Source: an optimization exercise on an open RTL-to-GDS flow (aim: small area, a short achievable clock period and few clock cycles per item). Production flows keep margins and buffers that such runs may drop. RTL that was checked went through simulation tests only; none was proved equivalent to the original. Function not checked in run 2: the RTL went through the layout flow alone. Power figures rest on the tool's default switching activity, not on a simulated workload.

==> flow/design.v, too long to show whole: its modules and the start of the top module <==
// module mac_fa: 10 lines
// module mac_hai: 8 lines
// module mac_ha: 9 lines
// module wallace_mac: 1990 lines
module wallace_mac (
    input  wire        clk,
    input  wire        arst_n,
    input  wire        req,
    output logic       ack,
    input  wire [15:0] a,
    input  wire [15:0] b,
    input  wire [31:0] acc,
    input  wire        cin,
    output logic [32:0] result
);
  // ...
==> flow/flow/run.sh <==
#!/bin/bash
# The standard layout (the standard.sh: ORFS synthesis and place and route,
# unchanged), except that the port buffers that global placement inserts on
# every input and output use a plain buffer cell rather than the delay cell
# the resizer would pick by default.
set -euo pipefail
export BUFFER_PORTS_ARGS="-buffer_cell ${PORT_BUFFER:-sky130_fd_sc_hd__buf_2}"
bash standard.sh > standard_flow.log 2>&1
==> flow/standard.sh <==
#!/bin/bash
# synth_recipe.tcl (not shown) runs the flow's synth.tcl, then flattens the netlist and writes it again
# the make line also repeats each setting of config.mk as NAME=value (left out here)
make -C /OpenROAD-flow-scripts/flow DESIGN_CONFIG=/design/flow/config.mk WORK_HOME=/design/flow/orfs CLKGATE_MAP_FILE= SYNTH_SCRIPT=/design/flow/synth_recipe.tcl "${@:-finish}"
==> flow/config.mk <==
export PLATFORM = sky130hd
export DESIGN_NAME = wallace_mac
export DESIGN_NICKNAME = wallace_mac
export VERILOG_FILES = /design/flow/design.v
export SDC_FILE = /design/flow/constraint.sdc
export NUM_CORES = 4
export LEC_CHECK = 0
export CAP_MARGIN = 20
export CORE_MARGIN = 2
export CORE_UTILIZATION = 40
export SETUP_SLACK_MARGIN = 2.0
export SLEW_MARGIN = 20
export SYNTH_HIERARCHICAL = 1
export SYNTH_MINIMUM_KEEP_SIZE = 0
==> flow/constraint.sdc <==
create_clock -name core_clock -period 6.0 [get_ports {clk}]
set_input_delay 1.2000 -clock core_clock [delete_from_list [all_inputs] [get_ports {clk}]]
set_output_delay 1.2000 -clock core_clock [all_outputs]
set_load 0.01 [all_outputs]
==> summary.md, run 1 <==
| Metric | Value |
|---|---|
| Leak pwr | `4.17 nW` |
| Layout non-clock buf frac | `6.18%` |
| GRT busiest layer | `met2` |
| Fin nets | `1250` |
| GRT Residual Overflow | `0` |
| Status | `finished clean` |
| Final hold vios | `0` |
| Starting density of the core | `40.9%` |
| Die W | `156 um` |
| Area contributors post-synth | `fa_1 53%, dfxtp_1 16%, nand2_1 11%` |
| Slowest cell on crit path | `fa_1` |
| Drt wl/cell | `19.2 um` |
| Post-synthesis compound-gate area fraction | `4.01%` |
| Crit Path Class | `flop to output port` |
| Share of cells above drive strength 1 | `21.5%` |
| Yosys warns | `7` |
| Multi-input combinational area share | `70.8%` |
| Logic inverters | `46` |
| Synthesized cell area | `9290 sq um` |
| Clkbuf count | `10` |
| Final period utilization | `71.7%` |
| Final instance area | `10500 sq um` |
| Vias in the first global route | `6690` |
| Worst path top cell family by delay | `compound AO/OA/AOI/OAI gates` |
| Largest net degree at the start of global routing | `17` |
| Cell with the most instances after synthesis | `nand2_1` |
| Core area | `22700 sq um` |
| Area taken by multi-input logic gates | `7430 sq um` |
| Comb power | `4.71 mW` |
| Flop pwr share | `14.8%` |
| First-pass GRT wire length | `36200 um` |
| M1 GR Usage | `26.1%` |
| Die H | `156 um` |
| Max frequency | `232 MHz` |
| Quantity of I/O buffers inserted on ports | `101` |
Testbench counts, summed over its fixed seeds: cycles 16,000, items 8,000.
==> run 2, diff against run 1 <==
--- a/flow/design.v
+++ b/flow/design.v
@@ -21,24 +21,16 @@
     input  wire  y,
     input  wire  z,
     output logic s,
     output logic c
 );
     assign s = x ^ y ^ z;
     assign c = (x & y) | (x & z) | (y & z);
 endmodule
-module mac_hai (
-    input  wire  x,
-    input  wire  y,
-    output logic s,
-    output logic c
-);
-    mac_fa u_fa (.x(x), .y(y), .z(1'b1), .s(s), .c(c));
-endmodule
 module mac_ha (
     input  wire  x,
     input  wire  y,
     output logic s,
     output logic c
 );
     assign s = x ^ y;
     assign c = x & y;
@@ -1531,41 +1523,41 @@
     mac_fa u_fa_73 (.x(nacc_5), .y(pp_0_5), .z(pp_1_4), .s(fs_73), .c(fc_73));
     mac_fa u_fa_74 (.x(nacc_6), .y(pp_0_6), .z(pp_1_5), .s(fs_74), .c(fc_74));
     mac_fa u_fa_75 (.x(pp_2_4), .y(pp_3_3), .z(pp_4_2), .s(fs_75), .c(fc_75));
     mac_fa u_fa_76 (.x(nacc_7), .y(pp_0_7), .z(pp_1_6), .s(fs_76), .c(fc_76));
     mac_fa u_fa_77 (.x(pp_2_5), .y(pp_3_4), .z(pp_4_3), .s(fs_77), .c(fc_77));
     mac_fa u_fa_78 (.x(pp_5_2), .y(pp_6_1), .z(pp_7_0), .s(fs_78), .c(fc_78));
     mac_fa u_fa_79 (.x(pp_2_6), .y(pp_3_5), .z(pp_4_4), .s(fs_79), .c(fc_79));
     mac_fa u_fa_80 (.x(pp_5_3), .y(pp_6_2), .z(pp_7_1), .s(fs_80), .c(fc_80));
-    mac_hai u_ha_1 (.x(pp_8_0), .y(fs_21), .s(hs_1), .c(hc_1));
+    mac_fa u_ha_1 (.x(pp_8_0), .y(fs_21), .z(1'b1), .s(hs_1), .c(hc_1));
     mac_fa u_fa_81 (.x(pp_5_4), .y(pp_6_3), .z(pp_7_2), .s(fs_81), .c(fc_81));
     mac_fa u_fa_82 (.x(pp_8_1), .y(pp_9_0), .z(fc_21), .s(fs_82), .c(fc_82));
-    mac_hai u_ha_2 (.x(fs_22), .y(fs_23), .s(hs_2), .c(hc_2));
+    mac_fa u_ha_2 (.x(fs_22), .y(fs_23), .z(1'b1), .s(hs_2), .c(hc_2));
     mac_fa u_fa_83 (.x(pp_8_2), .y(pp_9_1), .z(pp_10_0), .s(fs_83), .c(fc_83));
     mac_fa u_fa_84 (.x(fc_22), .y(fc_23), .z(fs_24), .s(fs_84), .c(fc_84));
-    mac_hai u_ha_3 (.x(fs_25), .y(fs_26), .s(hs_3), .c(hc_3));
+    mac_fa u_ha_3 (.x(fs_25), .y(fs_26), .z(1'b1), .s(hs_3), .c(hc_3));
     mac_fa u_fa_85 (.x(pp_11_0), .y(fc_24), .z(fc_25), .s(fs_85), .c(fc_85));
     mac_fa u_fa_86 (.x(fc_26), .y(fs_27), .z(fs_28), .s(fs_86), .c(fc_86));
-    mac_hai u_ha_4 (.x(fs_29), .y(fs_30), .s(hs_4), .c(hc_4));
+    mac_fa u_ha_4 (.x(fs_29), .y(fs_30), .z(1'b1), .s(hs_4), .c(hc_4));
     mac_fa u_fa_87 (.x(fc_27), .y(fc_28), .z(fc_29), .s(fs_87), .c(fc_87));
     mac_fa u_fa_88 (.x(fc_30), .y(fs_31), .z(fs_32), .s(fs_88), .c(fc_88));
-    mac_hai u_ha_5 (.x(fs_33), .y(fs_34), .s(hs_5), .c(hc_5));
+    mac_fa u_ha_5 (.x(fs_33), .y(fs_34), .z(1'b1), .s(hs_5), .c(hc_5));
     mac_fa u_fa_89 (.x(fc_31), .y(fc_32), .z(fc_33), .s(fs_89), .c(fc_89));
     mac_fa u_fa_90 (.x(fs_35), .y(fs_36), .z(fs_37), .s(fs_90), .c(fc_90));
-    mac_hai u_ha_6 (.x(fc_34), .y(fs_38), .s(hs_6), .c(hc_6));
+    mac_fa u_ha_6 (.x(fc_34), .y(fs_38), .z(1'b1), .s(hs_6), .c(hc_6));
     mac_fa u_fa_91 (.x(fc_35), .y(fc_36), .z(fc_37), .s(fs_91), .c(fc_91));
     mac_fa u_fa_92 (.x(fs_39), .y(fs_40), .z(fc_38), .s(fs_92), .c(fc_92));
-    mac_hai u_ha_7 (.x(fs_41), .y(fs_42), .s(hs_7), .c(hc_7));
+    mac_fa u_ha_7 (.x(fs_41), .y(fs_42), .z(1'b1), .s(hs_7), .c(hc_7));
     mac_fa u_fa_93 (.x(fc_39), .y(fc_40), .z(fs_43), .s(fs_93), .c(fc_93));
     mac_fa u_fa_94 (.x(fs_44), .y(fc_41), .z(fc_42), .s(fs_94), .c(fc_94));
-    mac_hai u_ha_8 (.x(fs_45), .y(fs_46), .s(hs_8), .c(hc_8));
+    mac_fa u_ha_8 (.x(fs_45), .y(fs_46), .z(1'b1), .s(hs_8), .c(hc_8));
     mac_fa u_fa_95 (.x(fc_43), .y(fs_47), .z(fc_44), .s(fs_95), .c(fc_95));
     mac_fa u_fa_96 (.x(fc_45), .y(fc_46), .z(fs_48), .s(fs_96), .c(fc_96));
-    mac_hai u_ha_9 (.x(fs_49), .y(fs_50), .s(hs_9), .c(hc_9));
+    mac_fa u_ha_9 (.x(fs_49), .y(fs_50), .z(1'b1), .s(hs_9), .c(hc_9));
     mac_fa u_fa_97 (.x(fc_47), .y(fs_51), .z(fs_52), .s(fs_97), .c(fc_97));
     mac_fa u_fa_98 (.x(fs_17), .y(fc_48), .z(fc_49), .s(fs_98), .c(fc_98));
     mac_fa u_fa_99 (.x(fc_50), .y(fs_53), .z(fs_54), .s(fs_99), .c(fc_99));
     mac_fa u_fa_100 (.x(fc_51), .y(fc_52), .z(fs_55), .s(fs_100), .c(fc_100));
     mac_fa u_fa_101 (.x(fs_56), .y(fs_19), .z(fs_57), .s(fs_101), .c(fc_101));
     mac_fa u_fa_102 (.x(fc_53), .y(fc_54), .z(fs_58), .s(fs_102), .c(fc_102));
     mac_fa u_fa_103 (.x(fc_55), .y(fc_56), .z(fs_59), .s(fs_103), .c(fc_103));
     mac_fa u_fa_104 (.x(fs_60), .y(fs_61), .z(fs_20), .s(fs_104), .c(fc_104));
@@ -1587,21 +1579,21 @@
     mac_fa u_fa_120 (.x(pp_14_10), .y(pp_15_9), .z(fc_72), .s(fs_120), .c(fc_120));
     mac_fa u_fa_121 (.x(nacc_25), .y(pp_10_15), .z(pp_11_14), .s(fs_121), .c(fc_121));
     mac_fa u_fa_122 (.x(pp_12_13), .y(pp_13_12), .z(pp_14_11), .s(fs_122), .c(fc_122));
     mac_fa u_fa_123 (.x(nacc_26), .y(pp_11_15), .z(pp_12_14), .s(fs_123), .c(fc_123));
     mac_fa u_fa_124 (.x(nacc_3), .y(pp_0_3), .z(pp_1_2), .s(fs_124), .c(fc_124));
     mac_fa u_fa_125 (.x(nacc_4), .y(pp_0_4), .z(pp_1_3), .s(fs_125), .c(fc_125));
     mac_fa u_fa_126 (.x(pp_2_2), .y(pp_3_1), .z(pp_4_0), .s(fs_126), .c(fc_126));
     mac_fa u_fa_127 (.x(pp_2_3), .y(pp_3_2), .z(pp_4_1), .s(fs_127), .c(fc_127));
-    mac_hai u_ha_10 (.x(pp_5_0), .y(fs_73), .s(hs_10), .c(hc_10));
+    mac_fa u_ha_10 (.x(pp_5_0), .y(fs_73), .z(1'b1), .s(hs_10), .c(hc_10));
     mac_fa u_fa_128 (.x(pp_5_1), .y(pp_6_0), .z(fc_73), .s(fs_128), .c(fc_128));
-    mac_hai u_ha_11 (.x(fs_74), .y(fs_75), .s(hs_11), .c(hc_11));
+    mac_fa u_ha_11 (.x(fs_74), .y(fs_75), .z(1'b1), .s(hs_11), .c(hc_11));
     mac_fa u_fa_129 (.x(fc_74), .y(fc_75), .z(fs_76), .s(fs_129), .c(fc_129));
-    mac_hai u_ha_12 (.x(fs_77), .y(fs_78), .s(hs_12), .c(hc_12));
+    mac_fa u_ha_12 (.x(fs_77), .y(fs_78), .z(1'b1), .s(hs_12), .c(hc_12));
     mac_fa u_fa_130 (.x(fc_76), .y(fc_77), .z(fc_78), .s(fs_130), .c(fc_130));
     mac_fa u_fa_131 (.x(fs_79), .y(fs_80), .z(hs_1), .s(fs_131), .c(fc_131));
     mac_fa u_fa_132 (.x(fc_79), .y(fc_80), .z(fs_81), .s(fs_132), .c(fc_132));
     mac_fa u_fa_133 (.x(hc_1), .y(hs_2), .z(fs_82), .s(fs_133), .c(fc_133));
     mac_fa u_fa_134 (.x(fc_81), .y(fs_83), .z(hc_2), .s(fs_134), .c(fc_134));
     mac_fa u_fa_135 (.x(hs_3), .y(fc_82), .z(fs_84), .s(fs_135), .c(fc_135));
     mac_fa u_fa_136 (.x(fc_83), .y(hc_3), .z(hs_4), .s(fs_136), .c(fc_136));
     mac_fa u_fa_137 (.x(fc_84), .y(fs_85), .z(fs_86), .s(fs_137), .c(fc_137));
@@ -1663,19 +1655,19 @@
     mac_fa u_fa_193 (.x(fc_160), .y(fs_162), .z(fs_163), .s(fs_193), .c(fc_193));
     mac_fa u_fa_194 (.x(fc_162), .y(fs_164), .z(fs_165), .s(fs_194), .c(fc_194));
     mac_fa u_fa_195 (.x(fs_166), .y(fc_164), .z(fs_167), .s(fs_195), .c(fc_195));
     mac_fa u_fa_196 (.x(fc_166), .y(fs_168), .z(fs_169), .s(fs_196), .c(fc_196));
     mac_fa u_fa_197 (.x(pp_15_13), .y(fc_168), .z(fs_170), .s(fs_197), .c(fc_197));
     mac_fa u_fa_198 (.x(nacc_29), .y(pp_14_15), .z(pp_15_14), .s(fs_198), .c(fc_198));
     mac_fa u_fa_199 (.x(nacc_0), .y(ncin), .z(pp_0_0), .s(fs_199), .c(fc_199));
     mac_fa u_fa_200 (.x(nacc_1), .y(pp_0_1), .z(pp_1_0), .s(fs_200), .c(fc_200));
-    mac_hai u_ha_13 (.x(pp_2_0), .y(fs_171), .s(hs_13), .c(hc_13));
-    mac_hai u_ha_14 (.x(fc_171), .y(fs_172), .s(hs_14), .c(hc_14));
-    mac_hai u_ha_15 (.x(fc_172), .y(fs_173), .s(hs_15), .c(hc_15));
+    mac_fa u_ha_13 (.x(pp_2_0), .y(fs_171), .z(1'b1), .s(hs_13), .c(hc_13));
+    mac_fa u_ha_14 (.x(fc_171), .y(fs_172), .z(1'b1), .s(hs_14), .c(hc_14));
+    mac_fa u_ha_15 (.x(fc_172), .y(fs_173), .z(1'b1), .s(hs_15), .c(hc_15));
     mac_fa u_fa_201 (.x(hs_10), .y(fc_173), .z(fs_174), .s(fs_201), .c(fc_201));
     mac_fa u_fa_202 (.x(fs_128), .y(fc_174), .z(fs_175), .s(fs_202), .c(fc_202));
     mac_fa u_fa_203 (.x(fs_129), .y(fc_175), .z(fs_176), .s(fs_203), .c(fc_203));
     mac_fa u_fa_204 (.x(fs_131), .y(fc_176), .z(fs_177), .s(fs_204), .c(fc_204));
     mac_fa u_fa_205 (.x(fs_133), .y(fc_177), .z(fs_178), .s(fs_205), .c(fc_205));
     mac_fa u_fa_206 (.x(fs_135), .y(fc_178), .z(fs_179), .s(fs_206), .c(fc_206));
     mac_fa u_fa_207 (.x(fs_137), .y(fc_179), .z(fs_180), .s(fs_207), .c(fc_207));
     mac_fa u_fa_208 (.x(fs_139), .y(fc_180), .z(fs_181), .s(fs_208), .c(fc_208));
==> flow/config.mk (replaced) <==
export PLATFORM = sky130hd
export DESIGN_NAME = wallace_mac
export DESIGN_NICKNAME = wallace_mac
export VERILOG_FILES = /design/flow/design.v
export SDC_FILE = /design/flow/constraint.sdc
export NUM_CORES = 4
export LEC_CHECK = 0
export CAP_MARGIN = 20
export CORE_MARGIN = 2
export CORE_UTILIZATION = 40
export CTS_BUF_LIST = sky130_fd_sc_hd__clkbuf_8
export SETUP_SLACK_MARGIN = 2.0
export SLEW_MARGIN = 20
export SYNTH_HIERARCHICAL = 1
export SYNTH_MINIMUM_KEEP_SIZE = 0
==> summary.md, run 2 <==
| Metric | Value |
|---|---|
| Area taken by multi-input logic gates | `7450 sq um (was 7430 sq um)` |
| Most frequent cells after synthesis | `264 x nand2_1, 244 x fa_1, 76 x dfxtp_1, 64 x clkbuf_1, 46 x inv_1 (unchanged)` |
| Slew HR | `65.9%` |
| Area after DPL | `9730 sq um (unchanged)` |
| Hold WC Path Type | `primary input to async pin (unchanged)` |
| FF/Latch Area | `1550 sq um (about the same)` |
| Drt total wl | `23100 um (was 23000 um)` |
| Cell count after synthesis | `866 (was 880)` |
| CTS tree | `yes (unchanged)` |
| Root Buffer | `clkbuf_8 (was clkbuf_16)` |
| Quantity of I/O buffers inserted on ports | `101 (unchanged)` |
| Worst path arrival time | `3.09 ns (was 3.10 ns)` |
| Setup violators final | `0 (unchanged)` |
| Fin util | `46.0% (was 46.2%)` |
| Cell mode on critical path | `a21oi_2 (unchanged)` |
| Synth area leader | `fa_1 (unchanged)` |
| Status | `finished clean (unchanged)` |
| Fillers | `2115 (was 2131)` |
| Vias in the first global route | `6737 (was 6690)` |
| Final hold vios | `0 (unchanged)` |
| Starting DRC count in detailed routing | `454 (was 457)` |
| Crit Path Class | `flop to output port (unchanged)` |
| Die W | `156 um (about the same)` |
| Post-Route Setup TNS | `0 ns (unchanged)` |
| DIE AREA | `24300 sq um (was 24500 sq um)` |
| GRT Util Overall | `20.0% (was 19.9%)` |
| Fin nets | `1251 (was 1250)` |
| Largest net degree at the start of global routing | `17 (unchanged)` |
| Detailed placement HPWL | `18400 um (about the same)` |
| GRT Residual Overflow | `0 (unchanged)` |
| Tmin final | `4.29 ns (was 4.30 ns)` |
| Number of synthesized flops with an enable pin | `0 (unchanged)` |
| Die H | `156 um (about the same)` |
| Startpoint Class | `flop (unchanged)` |
| Vias per cell | `5.11 (was 5.14)` |
| Drt pass-1 iters | `5 (was 6)` |
| Yosys warns | `7 (unchanged)` |
| Starting density of the core | `40.8% (was 40.9%)` |
| Core area | `22600 sq um (was 22700 sq um)` |
| Row Count | `55 (unchanged)` |
| CP bufs+invs | `1 (unchanged)` |
| Share of cells above drive strength 1 | `22.1% (was 21.5%)` |
| CTS sink count | `77 (unchanged)` |
| Clock slew at reported path FFs | `0.08 ns (was 0.06 ns)` |
| Req. time, crit path | `4.80 ns (about the same)` |
| RSZ-0062 raised after global routing | `true (unchanged)` |
| Max frequency | `233 MHz (was 232 MHz)` |
| Slowest cell on crit path | `fa_1 (unchanged)` |
| Area contributors post-synth | `fa_1 53%, dfxtp_1 16%, nand2_1 11% (unchanged)` |
| Clock Path Buffers | `2 (unchanged)` |
| Drt drc | `0 (unchanged)` |
| Cell with the most instances after synthesis | `nand2_1 (unchanged)` |
| CP max stage delay | `0.60 ns (was 0.61 ns)` |
| Worst-margin pin slew | `0.512 ns` |
| Final instance area | `10400 sq um (was 10500 sq um)` |
| Vias | `6119 (was 6150)` |
| Num CTS Buffers | `9 (unchanged)` |
| Drt wl/cell | `19.3 um (was 19.2 um)` |
| Crit-path cells | `fa_1 -> ha_4 -> a21oi_4 -> o21ai_2 -> a2111o_1 -> o211ai_1 -> a21oi_2 -> a21oi_2 -> xor2_1 -> buf_2 (unchanged)` |
| Placer Congestion | `0.843 (was 0.855)` |
| Initial antenna violation count | `1 (unchanged)` |
| Nature of the critical path endpoint | `output port (unchanged)` |
| Commonest non-fill, non-tap cells in the layout | `261 x nand2_1, 224 x fa_1, 86 x buf_2, 71 x dfxtp_1, 46 x inv_1 (was 262 x nand2_1, 225 x fa_1, 83 x buf_2, 73 x dfxtp_1, 46 x inv_1)` |
| PwrDens | `601 nW/um^2 (was 595 nW/um^2)` |
| VDD IR max | `0.418 mV (was 0.378 mV)` |
| Max-Cap Viols | `0 (unchanged)` |
| Predominant post-synthesis flop cell | `dfxtp_1 (unchanged)` |
| Post-route ant nets | `0 (unchanged)` |
| Post-synthesis sequential area ratio | `16.7% (about the same)` |
| Synthesized cell area | `9240 sq um (was 9290 sq um)` |
| I/O Pins | `102 (unchanged)` |
| Final period utilization | `71.4% (was 71.7%)` |
| Worst path top cell family by delay | `compound AO/OA/AOI/OAI gates (unchanged)` |
| Commonest non-fill, non-tap cell in the layout | `nand2_1 (unchanged)` |
| First-pass GRT wire length | `36400 um (was 36200 um)` |
| Syn_area_per_cell | `10.7 sq um (was 10.6 sq um)` |
| CTS HTree Levels | `3 (unchanged)` |
| Leak pwr | `4.12 nW (was 4.17 nW)` |
| Maximum fanout along the worst path | `4 (was 3)` |
| Area grow syn2layout | `12.7% (was 13.0%)` |
| Diode count | `0 (unchanged)` |
| Share of the synthesized area in the top cell type | `52.9% (was 52.6%)` |
| Library cells used by synthesis | `41 (unchanged)` |
| Seq cells post-synth | `77 (unchanged)` |
| Slew Viols, Final | `0 (unchanged)` |
| FFs w/ async S/R, synth | `1.30% (unchanged)` |
==> run 2: cell types whose count changed in the layout (fill, tap and decap cells not counted), sizes merged <==
cell and delta:
buf +4, clkbuf -3, clkinv -1, clkinvlp +1
==> run 2: power by group <==
group	switching, mW	internal [mW]
registers	0.127	0.795
clock network	0.204	0.245
logic	2.49	2.40
total	2.82	3.44
==> run 2: per-layer routing <==
layer / part of all wire [%] / GRT usage [%] / vias up
li1: - / - / 2647
met1: 41 / 27.0 / 3211
met2: 50 / 33.2 / 230
met3: 6.9 / 3.78 / 29
met4: 2.0 / 5.46 / 2
met5: 0.048 / 0 / -
==> run 2: cells by family after synthesis <==
kind of cell,synth area share (%)
compound gates,4.04
xor+xnor,2.18
fa+ha+maj,57.2
buf+inv,7.15
flops,16.7
other cells,0.0406
simple gates,12.6
==> run 2: area by class of cell <==
cell class / count / area share [%]
multi-input cells: 660 / 71.6
flip-flops and latches: 77 / 14.9
repair buffers: 113 / 6.23
well taps: 285 / 3.43
inverters: 46 / 1.66
clock buffers: 10 / 1.32
clock inverters: 6 / 0.841
==> run 2: worst paths after layout <==
check / startpoint / to / slack [ns] / depth (start not counted)
worst max-delay path: r_fc_187 / result[31] / 1.71 / 10
worst min-delay path: arst_n / ack / 0.59 / 1
max in group asynchronous: arst_n / ack / 5.33 / 1
min in group core_clock: req / ack / 0.93 / 1
==> run 2: what timing repair did <==
action                     4_1_cts  5_1_grt
pin swaps                       30       18
setup endpoints to repair       19       24
hold buffers                     0        0
resized for setup               42       39
buffers inserted                 6        6
==> run 2: stage by stage <==
stage               cells  power [mW]  hold slack, ns  setup WS [ns]
finish               1197        6.26           0.585           1.71
global route         1197        6.89           0.566           1.58
CTS                  1191        5.94           0.562           1.70
detailed placement   1169        4.87           0.976           1.52
global placement     1169        4.81           0.975           1.61
floorplan             880        4.25           0.904           1.86
==> run 2: per-module statistics from Yosys, one instance, submodules excluded <==
module | cells | flops+latches | times used | area (sq um)
wallace_mac | 625 | 77 | 1 | 4410
mac_fa | 1 | 0 | 241 | 20.0

-- re-timing with driven ports --
The flow's constraints put no driver on any port. The routed layouts listed below were extracted and timed again, unchanged, in two steps.
Step 1 assumes that a clkbuf_16 drives the clock port and a buf_2 every other input.
Step 2 times the ports against the registers' clock, not the clock port: input delays grow and output delays shrink by t, the midpoint of the rising clock arrivals with the driver on.
a / b / c = ideal ports / drivers / drivers and shift; a / b = the first two.
run | shift t [ns] | setup slack, ns | latest minus earliest clock arrival (ns) | cell pins on the clock port's net
run 1 | 0.398 | 1.696 / 1.650 / 1.682 | 0.012 / 0.012 | 1
run 2 | 0.405 | 1.714 / 1.676 / 1.665 | 0.011 / 0.011 | 1
After both steps every run listed still meets setup and hold. The setup slack of run 2, which loses most, moves by -0.038 ns with the drivers and by -0.049 ns with both steps.
